From an optimization exercise on the open Yosys and OpenROAD flow, aimed at small area, a short achievable clock period and few clock cycles; shortcuts taken in it are not production practice.
Where RTL was checked, it was by simulation tests only, not by an equivalence proof against the original.

Setup of v4:
## decaying_counter
module decaying_counter #(
	parameter int TIME_WIDTH = 48,
	parameter int FRAC_BITS  = 16
) (
	input  logic                           clk,
	input  logic                           arst_n,
	input  logic                           cfg_valid,
	output logic                           cfg_ready,
	input  logic [dcnt_pkg::CFG_IDX_W-1:0] cfg_index,
	input  logic [dcnt_pkg::VAL_W-1:0]     cfg_data,
	input  logic                           req_valid,
	output logic                           req_stall,
	input  logic [dcnt_pkg::CMD_W-1:0]     req_cmd,
	input  logic [dcnt_pkg::VAL_W-1:0]     req_amount,
	input  logic [dcnt_pkg::VAL_W-1:0]     req_now_ms,
	output logic                           rsp_valid,
	input  logic                           rsp_stall,
	output logic                           rsp_status,
	output logic [dcnt_pkg::VAL_W-1:0]     rsp_result_value
);
For scale: ~5,000 cells after synthesis, about 510 flip-flops, about 210 I/O pins, roughly 47,000 um2 of cells after synthesis.
export LEC_CHECK = 0
export CAP_MARGIN = 20
export CORE_MARGIN = 2
export CORE_UTILIZATION = 40
export SETUP_SLACK_MARGIN = 4
export SLEW_MARGIN = 20
create_clock -name core_clock -period 10.0 [get_ports {clk}]
run.sh (not shown) runs the stock make flow with config.mk's settings and CLKGATE_MAP_FILE= SYNTH_SCRIPT=/design/flow/synth_recipe.tcl, a recipe that flattens the netlist after the stock synthesis.
diff inputs: v4 => v14
diff --git a/flow/design.v b/flow/design.v
--- a/flow/design.v
+++ b/flow/design.v
@@ -248,15 +248,15 @@
 		y2  = (ca & cb) | (ca & cp2) | (cb & cp2);
 	end
 	assign z1  = x1 - ~{y1[48:0], 1'b1};
 	assign z2  = x2 - ~{y2[48:0], 1'b1};
 	assign c1  = !z1[49];
 	assign c2  = !z2[49];
 	assign ge0 = (now_q >= bnd_q);
-	assign dz0 = ($signed({raw_q[47], raw_q[47], raw_q}) <= $signed(ms_q));
+	assign dz0 = ({!raw_q[47], raw_q[47], raw_q} <= {!ms_q[49], ms_q[48:0]});
 	always_comb begin
 		da = {{3{raw_q[47]}}, raw_q};
 		db = ~{ms_q[49], ms_q};
 		dc = ~{rate_x[49], rate_x};
 		xd = da ^ db ^ dc;
 		yd = (da & db) | (da & dc) | (db & dc);
 	end
Notes after the runs:
- On peak clock frequency supported by timing, v14 does better than v4.
- The total met2 wirelength after detailed routing of v14 falls short of that of v4 by 380 um.
- Summary of v14 over v4: total wire length after detailed routing level; fraction of area in multi-input gates moved up.
- v14 does better than v4 on register-to-register slack.
Testbench counts of v14, summed over its fixed seeds: cycles 7,641.
No functional check of the RTL was part of v4.

========
Setup of the reference run:
Another version of the RTL of decaying_counter (not shown whole).
Size: roughly 5200 cells after synthesis, roughly 510 flip-flops, roughly 0.046 mm2 of cells after synthesis.
make LEC_CHECK=0 CAP_MARGIN=20 CORE_MARGIN=2 CORE_UTILIZATION=40 SETUP_SLACK_MARGIN=4 SLEW_MARGIN=20 finish   # period 10.0 ns
The reference run reached the final stage; the timing, design-rule and antenna checks on its layout passed.
Testbench counts of the reference run, summed over its fixed seeds: cycles 7,641.
### the reference run -> the trial run
diff --git a/flow/design.v b/flow/design.v
--- a/flow/design.v
+++ b/flow/design.v
@@ -248,15 +248,14 @@
 		y2  = (ca & cb) | (ca & cp2) | (cb & cp2);
 	end
 	assign z1  = x1 - ~{y1[48:0], 1'b1};
 	assign z2  = x2 - ~{y2[48:0], 1'b1};
 	assign c1  = !z1[49];
 	assign c2  = !z2[49];
 	assign ge0 = (now_q >= bnd_q);
-	assign dz0 = ({!raw_q[47], raw_q[47], raw_q} <= {!ms_q[49], ms_q[48:0]});
 	always_comb begin
 		da = {{3{raw_q[47]}}, raw_q};
 		db = ~{ms_q[49], ms_q};
 		dc = ~{rate_x[49], rate_x};
 		xd = da ^ db ^ dc;
 		yd = (da & db) | (da & dc) | (db & dc);
 	end
@@ -267,16 +266,21 @@
 		.b  ((bk_q || slow_q) ? ~{17'd0, per} : {17'd0, per}),
 		.ci (bk_q || slow_q),
 		.s  (bx)
 	);
 	dcnt_alu #(.W(49)) u_dl (.a({1'b0, now_q}), .b(~{1'b0, bnd_q}), .ci(1'b1), .s(dl));
 	dcnt_alu #(.W(50)) u_d0 (.a({{2{raw_q[47]}}, raw_q}), .b(~ms_q), .ci(1'b1), .s(d0));
 	assign dval = d0[49] ? 48'd0 : ((|d0[48:47]) ? VAL_MAX : d0[47:0]);
-	assign ad    = {raw_q[47], raw_q} + ({amt_q[47], amt_q} ^ {49{cmd_q == CMD_DEC}})
-	               + {48'd0, cmd_q == CMD_DEC};
+	assign dz0  = d0[49] || (d0 == 50'd0);
+	dcnt_alu #(.W(49)) u_ad (
+		.a  ({raw_q[47], raw_q}),
+		.b  ({amt_q[47], amt_q} ^ {49{cmd_q == CMD_DEC}}),
+		.ci (cmd_q == CMD_DEC),
+		.s  (ad)
+	);
 	assign v_inc = (ad[48] != ad[47]) ? (ad[48] ? VAL_MIN : VAL_MAX) : ad[47:0];
 	assign v_dec = ad[48] ? 48'd0 : (ad[47] ? VAL_MAX : ad[47:0]);
 	assign vz    = (v_dec == 48'd0);
 	assign dsub = bx[32:0];
 	assign qb   = !bx[48];
 	dcnt_cmp #(.W(32)) u_lt8 (.a({bnd_q[23:0], sh_q[47:40]}), .b(per), .ge(lt8));
 	assign skip8 = (sc_q >= 6'd8) && (bnd_q[31:24] == 8'd0) && !lt8;
Findings:
The reference run → the trial run: wire length on met3 went up by 220 um; via count decreased 1064; initial cell density of the core flat; total non-filler cell area in the finished layout picked up an extra about 5%. NOTE: minimum clock period after layout in the trial run exceeds that of the reference run. Comparing the trial run and the reference run, wire length of the first global-routing pass is lower on the trial run. Taking the reference run as the reference point, the sequential cell area share of the trial run falls by 1.3 points. For the total number of H-tree levels, the trial run came in 1 lower than the reference run did. Between the trial run and the reference run, it is the trial run whose worst setup slack after layout is lower, by 0.064 ns. Summary: die area, the trial run better than the reference run.
The RTL of the trial run was laid out without a check of its function.

========
Another version of the RTL of decaying_counter (not shown whole).
For scale: about 5,000 cells after synthesis, about 510 flip-flops, roughly 210 I/O pins, about 0.047 mm² of cells after synthesis.
// decaying_counter
module decaying_counter #(
	parameter int TIME_WIDTH = 48,
	parameter int FRAC_BITS  = 16
) (
	input  logic                           clk,
	input  logic                           arst_n,
	input  logic                           cfg_valid,
	output logic                           cfg_ready,
	input  logic [dcnt_pkg::CFG_IDX_W-1:0] cfg_index,
	input  logic [dcnt_pkg::VAL_W-1:0]     cfg_data,
	input  logic                           req_valid,
	output logic                           req_stall,
	input  logic [dcnt_pkg::CMD_W-1:0]     req_cmd,
	input  logic [dcnt_pkg::VAL_W-1:0]     req_amount,
	input  logic [dcnt_pkg::VAL_W-1:0]     req_now_ms,
	output logic                           rsp_valid,
	input  logic                           rsp_stall,
	output logic                           rsp_status,
	output logic [dcnt_pkg::VAL_W-1:0]     rsp_result_value
);
Settings: LEC_CHECK=0, CAP_MARGIN=20, CORE_MARGIN=2, CORE_UTILIZATION=40, CTS_CLUSTER_DIAMETER=100, CTS_CLUSTER_SIZE=30, SETUP_SLACK_MARGIN=4, SLEW_MARGIN=20; clock period 10.0 ns.
Testbench counts at the start, summed over its fixed seeds: cycles 7,609.
Then changed:
--- a/flow/design.v
+++ b/flow/design.v
@@ -208,13 +208,13 @@
 	localparam logic [1:0] K_DEC  = 2'd2;
 	localparam logic [49:0] MS_MAX = 50'h1_0000_0000_0000;
 	localparam logic [49:0] MS_MIN = 50'h3_0000_0000_0000;
 	logic        full_q;
 	logic [1:0]  cmd_q;
 	logic [47:0] amt_q, now_q;
-	logic        exists_q, cval_q, slow_q, sload_q, bk_q, qb_q;
+	logic        exists_q, cval_q, slow_q, sload_q, bk_q, qb_q, send_q;
 	logic [47:0] raw_q, born_q, bnd_q, sh_q;
 	logic [49:0] ms_q;
 	logic [5:0]  sc_q;
 	logic [2:0]  wc_q;
 	logic        r1_v_q, r1_st_q, r2_v_q, r2_st_q;
 	logic [1:0]  r1_k_q;
@@ -249,13 +249,12 @@
 	end
 	assign z1  = x1 - ~{y1[48:0], 1'b1};
 	assign z2  = x2 - ~{y2[48:0], 1'b1};
 	assign c1  = !z1[49];
 	assign c2  = !z2[49];
 	assign ge0 = (now_q >= bnd_q);
-	assign dz0 = ({!raw_q[47], raw_q[47], raw_q} <= {!ms_q[49], ms_q[48:0]});
 	always_comb begin
 		da = {{3{raw_q[47]}}, raw_q};
 		db = ~{ms_q[49], ms_q};
 		dc = ~{rate_x[49], rate_x};
 		xd = da ^ db ^ dc;
 		yd = (da & db) | (da & dc) | (db & dc);
@@ -268,14 +267,19 @@
 		.ci (bk_q || slow_q),
 		.s  (bx)
 	);
 	dcnt_alu #(.W(49)) u_dl (.a({1'b0, now_q}), .b(~{1'b0, bnd_q}), .ci(1'b1), .s(dl));
 	dcnt_alu #(.W(50)) u_d0 (.a({{2{raw_q[47]}}, raw_q}), .b(~ms_q), .ci(1'b1), .s(d0));
 	assign dval = d0[49] ? 48'd0 : ((|d0[48:47]) ? VAL_MAX : d0[47:0]);
-	assign ad    = {raw_q[47], raw_q} + ({amt_q[47], amt_q} ^ {49{cmd_q == CMD_DEC}})
-	               + {48'd0, cmd_q == CMD_DEC};
+	assign dz0  = d0[49] || (d0 == 50'd0);
+	dcnt_alu #(.W(49)) u_ad (
+		.a  ({raw_q[47], raw_q}),
+		.b  ({amt_q[47], amt_q} ^ {49{cmd_q == CMD_DEC}}),
+		.ci (cmd_q == CMD_DEC),
+		.s  (ad)
+	);
 	assign v_inc = (ad[48] != ad[47]) ? (ad[48] ? VAL_MIN : VAL_MAX) : ad[47:0];
 	assign v_dec = ad[48] ? 48'd0 : (ad[47] ? VAL_MAX : ad[47:0]);
 	assign vz    = (v_dec == 48'd0);
 	assign dsub = bx[32:0];
 	assign qb   = !bx[48];
 	dcnt_cmp #(.W(32)) u_lt8 (.a({bnd_q[23:0], sh_q[47:40]}), .b(per), .ge(lt8));
@@ -360,12 +364,13 @@
 			exists_q <= 1'b0;
 			cval_q   <= 1'b0;
 			slow_q   <= 1'b0;
 			sload_q  <= 1'b0;
 			bk_q     <= 1'b0;
 			qb_q     <= 1'b0;
+			send_q   <= 1'b0;
 			raw_q    <= '0;
 			born_q   <= '0;
 			bnd_q    <= '0;
 			sh_q     <= '0;
 			ms_q     <= '0;
 			sc_q     <= '0;
@@ -379,26 +384,32 @@
 				bk_q   <= 1'b0;
 			end else if (go && slow_q) begin
 				if (sload_q) begin
 					sload_q <= 1'b0;
 					ms_q    <= '0;
 					qb_q    <= 1'b0;
+					send_q  <= 1'b0;
 					if (dl[48]) begin
 						cval_q <= 1'b1;
 						slow_q <= 1'b0;
 					end else begin
 						sh_q  <= dl[47:0];
 						bnd_q <= '0;
 						sc_q  <= 6'd48;
 					end
 				end else if (sc_q == 6'd0) begin
-					ms_q   <= ms_w;
-					qb_q   <= 1'b0;
-					bnd_q  <= dl[47:0];
-					cval_q <= 1'b1;
-					slow_q <= 1'b0;
+					if (send_q) begin
+						bnd_q  <= dl[47:0];
+						cval_q <= 1'b1;
+						slow_q <= 1'b0;
+						send_q <= 1'b0;
+					end else begin
+						ms_q   <= ms_w;
+						qb_q   <= 1'b0;
+						send_q <= 1'b1;
+					end
 				end else if (skip8 && !qb_q) begin
 					bnd_q <= {16'd0, bnd_q[23:0], sh_q[47:40]};
 					sh_q  <= {sh_q[39:0], 8'd0};
 					ms_q  <= ms_s8;
 					sc_q  <= sc_q - 6'd8;
 				end else begin
Effect: The changed run finished clean; global-route usage increases by 1.5 points; cell area increases by 2.9%; first-iteration DRC count increases by about 37%; count of clock-buffer cells in the layout shrinks by 6; worst hold slack gains 25 ps; wire length came out higher by 4.7%; setup slack loses 300 ps.
Only the layout flow was run in the second run of this note; the RTL was not checked for function there.

==> port drivers added, routing unchanged <==
The flow's constraints put no driver on any port. The routed layouts listed below were extracted and timed again, unchanged, in two steps.
Step 1, drivers: a clkbuf_16 drives clk and a buf_2 each remaining input, both assumed.
Step 2 adds t to the input delays and takes it off the output delays; t is the mean of the earliest and latest rising clock arrival at the registers after step 1. Input paths then give back, and output paths get back, about the clock's delay inside the block.
Slacks: no drivers / after step 1 / after step 2; pairs: no drivers / after step 1.
| run | t, ns | setup slack, ns | pins driven straight from the clock port |
|---|---|---|---|
| v4 | 0.733 | 3.866 / 3.800 / 3.402 | 1 |
| v14 | 0.722 | 4.045 / 3.967 / 4.054 | 1 |
| the reference run | 0.721 | 3.788 / 3.711 / 3.471 | 1 |
| the trial run | 0.770 | 3.724 / 3.724 / 3.724 | 1 |
| the first run of note 3 | 0.716 | 4.077 / 4.001 / 3.649 | 1 |
| the second run of note 3 | 0.755 | 3.776 / 3.764 / 3.776 | 1 |
After both steps every run listed still meets setup and hold. The setup slack of v4, which loses most, moves by -0.066 ns with the drivers and by -0.464 ns with both steps.
